From an optimization exercise on the open Yosys and OpenROAD flow, aimed at small area and a short achievable clock period; shortcuts taken in it are not production practice. Power and IR drop assume default switching activity.

the baseline:
==> flow/design.v <==
`timescale 1ns/1ns
package ahb_pkg;
  localparam int HADDR_W = 32;
  localparam int HDATA_W = 32;
  localparam int BE_W    = HDATA_W / 8;
  typedef enum logic [1:0] {
    HTRANS_IDLE   = 2'b00,
    HTRANS_BUSY   = 2'b01,
    HTRANS_NONSEQ = 2'b10,
    HTRANS_SEQ    = 2'b11
  } htrans_t;
  typedef enum logic [2:0] {
    HSIZE_BYTE  = 3'b000,
    HSIZE_HWORD = 3'b001,
    HSIZE_WORD  = 3'b010
  } hsize_t;
  localparam logic HRESP_OKAY = 1'b0;
endpackage
`timescale 1ns/1ns
package timer_pkg;
  localparam logic [31:0] PRESCALE_OFS = 32'h0000_0000;
  localparam logic [31:0] IPENDING_OFS = 32'h0000_0008;
  localparam logic [31:0] IENABLE_OFS  = 32'h0000_000C;
  localparam logic [31:0] TIME_OFS     = 32'h0000_0010;
  localparam logic [31:0] TIME_MSB_OFS = 32'h0000_0014;
  localparam logic [31:0] TIMECMP_OFS  = 32'h0000_0018;
  localparam int TIMECMP_STRIDE = 8;
  localparam int TIME_W     = 64;
  localparam int PRESCALE_W = 32;
  typedef enum logic [2:0] {
    RD_PRESCALE = 3'd0,
    RD_IPENDING = 3'd1,
    RD_IENABLE  = 3'd2,
    RD_TIME_LO  = 3'd3,
    RD_TIME_HI  = 3'd4,
    RD_CMP_LO   = 3'd5,
    RD_CMP_HI   = 3'd6,
    RD_ZERO     = 3'd7
  } rd_sel_t;
endpackage
`timescale 1ns/1ns
module timer_bus_decode
(
  input  logic [31:6] addr_hi,
  output logic        hi_zero
);
  assign hi_zero = ~|addr_hi;
endmodule
`timescale 1ns/1ns
module ahb_timer #(
  parameter  int TIMERS      = 3,
  localparam int TIMER_IDX_W = (TIMERS > 1) ? $clog2(TIMERS) : 1
)
(
  input  logic                        HCLK,
  input  logic                        HRESETn,
  input  logic                        HSEL,
  input  logic [ahb_pkg::HADDR_W-1:0] HADDR,
  input  logic [ahb_pkg::HDATA_W-1:0] HWDATA,
  output logic [ahb_pkg::HDATA_W-1:0] HRDATA,
  input  logic                        HWRITE,
  input  logic [2:0]                  HSIZE,
  input  logic [2:0]                  HBURST,
  input  logic [3:0]                  HPROT,
  input  logic [1:0]                  HTRANS,
  output logic                        HREADYOUT,
  input  logic                        HREADY,
  output logic                        HRESP,
  output logic                        tint
);
  localparam int NW = 12;
  assign HREADYOUT = 1'b1;
  assign HRESP     = ahb_pkg::HRESP_OKAY;
  logic          hi_zero;
  logic [3:0]    word;
  logic [NW-1:0] asel;
  logic          wr_xfer;
  logic [3:0]    be;
  timer_bus_decode u_hi (.addr_hi(HADDR[31:6]), .hi_zero);
  assign word    = HADDR[5:2];
  always_comb
  begin
    for (int k = 0; k < NW; k++)
      asel[k] = (word == 4'(k));
  end
  assign wr_xfer = HSEL && HREADY && HWRITE && HTRANS[1];
  always_comb
  begin
    case (HSIZE)
      3'd0:    be = 4'b0001 << HADDR[1:0];
      3'd1:    be = 4'b0011 << HADDR[1:0];
      default: be = 4'b1111 << HADDR[1:0];
    endcase
  end
  logic          wr_ok;
  logic [3:0]    wr_word;
  logic [3:0]    wr_be;
  logic [NW-1:0] ws;
  logic          wr_nok;
  always_ff @(posedge HCLK or negedge HRESETn)
  begin
    if (!HRESETn)
    begin
      wr_ok  <= 1'b0;
      wr_nok <= 1'b1;
    end
    else
    begin
      wr_ok  <= wr_xfer && hi_zero;
      wr_nok <= !(wr_xfer && hi_zero);
    end
  end
  always_ff @(posedge HCLK)
  begin
    wr_word <= word;
    wr_be   <= be;
  end
  logic [NW-1:0][3:0] lane_wr;
  logic [NW-1:0][3:0] lane_keep;
  always_comb
  begin
    for (int k = 0; k < NW; k++)
    begin
      ws[k] = wr_ok && (wr_word == 4'(k));
      for (int b = 0; b < 4; b++)
      begin
        lane_wr[k][b]   = ws[k] && wr_be[b];
        lane_keep[k][b] = wr_nok || (wr_word != 4'(k)) || !wr_be[b];
      end
    end
  end
  function automatic logic [31:0] lane_merge(
    input logic [31:0] old_val,
    input logic [31:0] new_val,
    input logic [3:0]  wr,
    input logic [3:0]  keep
  );
    logic [31:0] res;
    for (int n = 0; n < 4; n++)
      res[n*8 +: 8] = (new_val[n*8 +: 8] & {8{wr[n]}}) | (old_val[n*8 +: 8] & {8{keep[n]}});
    lane_merge = res;
  endfunction
  function automatic logic [31:0] merge_be(
    input logic [31:0] old_val,
    input logic [31:0] new_val,
    input logic [3:0]  lanes
  );
    logic [31:0] res;
    for (int n = 0; n < 4; n++)
      res[n*8 +: 8] = lanes[n] ? new_val[n*8 +: 8] : old_val[n*8 +: 8];
    merge_be = res;
  endfunction
  logic [31:0]      prescale;
  logic             prescale_wr;
  logic             enabled;
  logic [2:0]       ienable;
  logic [63:0]      time_val;
  logic [2:0][63:0] cmp_vals;
  logic [31:0]      cnt;
  logic             count_en;
  logic [2:0]       ipending;
  always_ff @(posedge HCLK or negedge HRESETn)
  begin
    if (!HRESETn)
    begin
      prescale    <= '0;
      prescale_wr <= 1'b0;
      enabled     <= 1'b0;
      ienable     <= '0;
    end
    else
    begin
      prescale_wr <= ws[0];
      prescale <= lane_merge(prescale, HWDATA, lane_wr[0], lane_keep[0]);
      if (ws[0])
        enabled <= 1'b1;
      if (ws[3] && wr_be[0])
        ienable <= HWDATA[2:0];
    end
  end
  always_ff @(posedge HCLK or negedge HRESETn)
  begin
    if (!HRESETn)
      time_val <= '0;
    else if (ws[4] || ws[5])
    begin
      if (ws[4])
        time_val[31:0]  <= merge_be(time_val[31:0], HWDATA, wr_be);
      if (ws[5])
        time_val[63:32] <= merge_be(time_val[63:32], HWDATA, wr_be);
    end
    else if (count_en)
      time_val <= time_val + 1'b1;
  end
  always_ff @(posedge HCLK or negedge HRESETn)
  begin
    if (!HRESETn)
      cmp_vals <= '0;
    else
    begin
      for (int n = 0; n < 3; n++)
      begin
        cmp_vals[n][31:0]  <= lane_merge(cmp_vals[n][31:0], HWDATA, lane_wr[6 + 2*n], lane_keep[6 + 2*n]);
        cmp_vals[n][63:32] <= lane_merge(cmp_vals[n][63:32], HWDATA, lane_wr[7 + 2*n], lane_keep[7 + 2*n]);
      end
    end
  end
  logic cnt_zero;
  assign cnt_zero = (cnt == '0);
  always_ff @(posedge HCLK)
  begin
    if (prescale_wr || cnt_zero || !enabled)
      cnt <= prescale;
    else
      cnt <= cnt - 1'b1;
  end
  always_ff @(posedge HCLK or negedge HRESETn)
  begin
    if (!HRESETn)
      count_en <= 1'b0;
    else
      count_en <= enabled && cnt_zero;
  end
  logic [2:0] hit;
  always_comb
  begin
    for (int n = 0; n < 3; n++)
      hit[n] = (time_val == cmp_vals[n]) && !ws[6 + 2*n] && !ws[7 + 2*n];
  end
  always_ff @(posedge HCLK or negedge HRESETn)
  begin
    if (!HRESETn)
    begin
      ipending <= '0;
      tint     <= 1'b0;
    end
    else
    begin
      ipending <= enabled ? hit : 3'b000;
      tint     <= |(ipending & ienable);
    end
  end
  logic [NW-1:0][31:0] rwords;
  logic [31:0]         rmux;
  always_comb
  begin
    rwords     = '0;
    rwords[0]  = prescale;
    rwords[2]  = {29'b0, ipending};
    rwords[3]  = {29'b0, ienable};
    rwords[4]  = time_val[31:0];
    rwords[5]  = time_val[63:32];
    rwords[6]  = cmp_vals[0][31:0];
    rwords[7]  = cmp_vals[0][63:32];
    rwords[8]  = cmp_vals[1][31:0];
    rwords[9]  = cmp_vals[1][63:32];
    rwords[10] = cmp_vals[2][31:0];
    rwords[11] = cmp_vals[2][63:32];
    rmux = '0;
    for (int k = 0; k < NW; k++)
      rmux = rmux | (rwords[k] & {32{asel[k]}});
  end
  always_ff @(posedge HCLK)
  begin
    HRDATA <= rmux & {32{hi_zero}};
  end
endmodule
Settings: LEC_CHECK=0, CAP_MARGIN=20, CORE_MARGIN=2, CORE_UTILIZATION=50, CTS_BUF_LIST=sky130_fd_sc_hd__clkbuf_16, CTS_CLUSTER_DIAMETER=60, CTS_CLUSTER_SIZE=30, SLEW_MARGIN=20, SYNTH_HIERARCHICAL=1; clock period 8.0 ns.
standard.sh (not shown) runs the stock make flow with config.mk's settings and CLKGATE_MAP_FILE= SYNTH_SCRIPT=/design/flow/synth_recipe.tcl, a recipe that flattens the netlist after the stock synthesis.
==> flow/flow/run.sh <==
#!/bin/bash
# Standard layout, but with a plain buffer on every port instead of the
# delay cell that buffer_ports picks on its own
set -euo pipefail
export BUFFER_PORTS_ARGS="-buffer_cell sky130_fd_sc_hd__buf_2"
# Timing repair aims past the 8 ns constraint
export SETUP_SLACK_MARGIN=5.5
# Clock tree without the dummy loads CTS adds for balance
export CTS_ARGS="-sink_clustering_enable -repair_clock_nets -sink_clustering_size 30 -sink_clustering_max_diameter 60 -buf_list sky130_fd_sc_hd__clkbuf_16 -dont_use_dummy_load"
bash standard.sh > standard.log 2>&1
diff inputs: the baseline => the candidate
--- a/flow/design.v
+++ b/flow/design.v
@@ -151,4 +151,40 @@
     merge_be = res;
   endfunction
+  function automatic logic [63:0] inc_flips(input logic [63:0] v);
+    logic [15:0] grp;
+    logic [15:0] below;
+    logic [63:0] res;
+    for (int j = 0; j < 16; j++)
+      grp[j] = &v[4*j +: 4];
+    below[0] = 1'b1;
+    for (int j = 1; j < 16; j++)
+      below[j] = below[j-1] & grp[j-1];
+    for (int j = 0; j < 16; j++)
+    begin
+      res[4*j]     = below[j];
+      res[4*j + 1] = below[j] & v[4*j];
+      res[4*j + 2] = below[j] & v[4*j] & v[4*j + 1];
+      res[4*j + 3] = below[j] & v[4*j] & v[4*j + 1] & v[4*j + 2];
+    end
+    inc_flips = res;
+  endfunction
+  function automatic logic [31:0] dec_flips(input logic [31:0] v);
+    logic [7:0]  grp;
+    logic [7:0]  below;
+    logic [31:0] res;
+    for (int j = 0; j < 8; j++)
+      grp[j] = ~|v[4*j +: 4];
+    below[0] = 1'b1;
+    for (int j = 1; j < 8; j++)
+      below[j] = below[j-1] & grp[j-1];
+    for (int j = 0; j < 8; j++)
+    begin
+      res[4*j]     = below[j];
+      res[4*j + 1] = below[j] & ~v[4*j];
+      res[4*j + 2] = below[j] & ~v[4*j] & ~v[4*j + 1];
+      res[4*j + 3] = below[j] & ~v[4*j] & ~v[4*j + 1] & ~v[4*j + 2];
+    end
+    dec_flips = res;
+  endfunction
   logic [31:0]      prescale;
   logic             prescale_wr;
@@ -191,5 +227,5 @@
     end
     else if (count_en)
-      time_val <= time_val + 1'b1;
+      time_val <= time_val ^ inc_flips(time_val);
   end
   always_ff @(posedge HCLK or negedge HRESETn)
@@ -213,5 +249,5 @@
       cnt <= prescale;
     else
-      cnt <= cnt - 1'b1;
+      cnt <= cnt ^ dec_flips(cnt);
   end
   always_ff @(posedge HCLK or negedge HRESETn)
## What came out
Path length in cells of the critical path ended up 4 higher on the candidate than on the baseline.
Share of the synthesized netlist area taken by xor and xnor gates of the baseline is on par with the candidate.
Diff the candidate and the baseline: final cell count higher in the baseline
A top metal layer carrying routed signals of met5 is what the candidate shows, while met4 belongs to the baseline.
In the flow results for the candidate and the baseline, the die span in x is larger on the baseline.
On clock insertion delay at the later pin of the skew report, the candidate tracks the baseline almost exactly.
Pre-CTS worst setup slack: the candidate vs the baseline down 0.28 ns
[the candidate vs the baseline] wire length of the first global-routing pass: lower in the candidate
The candidate vs the baseline — cell area dropped by a few percent
Relative to the baseline, the relative contribution of sequential cells to total power of the candidate is higher by 2.9 points.
Going from the baseline to the candidate, clock power shrinks by about 10%.
The pin slew with the least headroom to its limit of the candidate falls short of that of the baseline by 0.068 ns.
In the metrics for the candidate and the baseline, the one carrying the higher core utilization is the candidate.
No run of this note included a check of the RTL's function; only the layout flow was run.

## afterwards: timing with drivers on the ports
The flow's constraints put no driver on any port. The routed layouts listed below were extracted and timed again, unchanged, in two steps.
Step 1 (the two cells are an assumption about what drives the block):
set clk [get_ports {HCLK}]
set_driving_cell -lib_cell sky130_fd_sc_hd__clkbuf_16 $clk
set_driving_cell -lib_cell sky130_fd_sc_hd__buf_2 [delete_from_list [all_inputs] $clk]
Step 2 also shifts input and output timing later by t, the mid clock arrival at the registers, as if the neighbouring blocks saw the same clock.
a / b / c = no drivers / after step 1 / after step 2; a / b = the first two.
run | t (ns) | slack for setup (ns) | worst hold slack (ns) | cell pins on the clock port's net
the baseline | 0.626 | 5.358 / 5.299 / 4.861 | 0.517 / 0.517 / 0.517 | 1
the candidate | 0.648 | 5.099 / 5.099 / 4.901 | 0.450 / 0.450 / 0.450 | 1
After both steps setup and hold are still met in every run listed. For the baseline, which loses most, drivers alone change the setup slack by -0.059 ns; drivers and shift together by -0.497 ns.
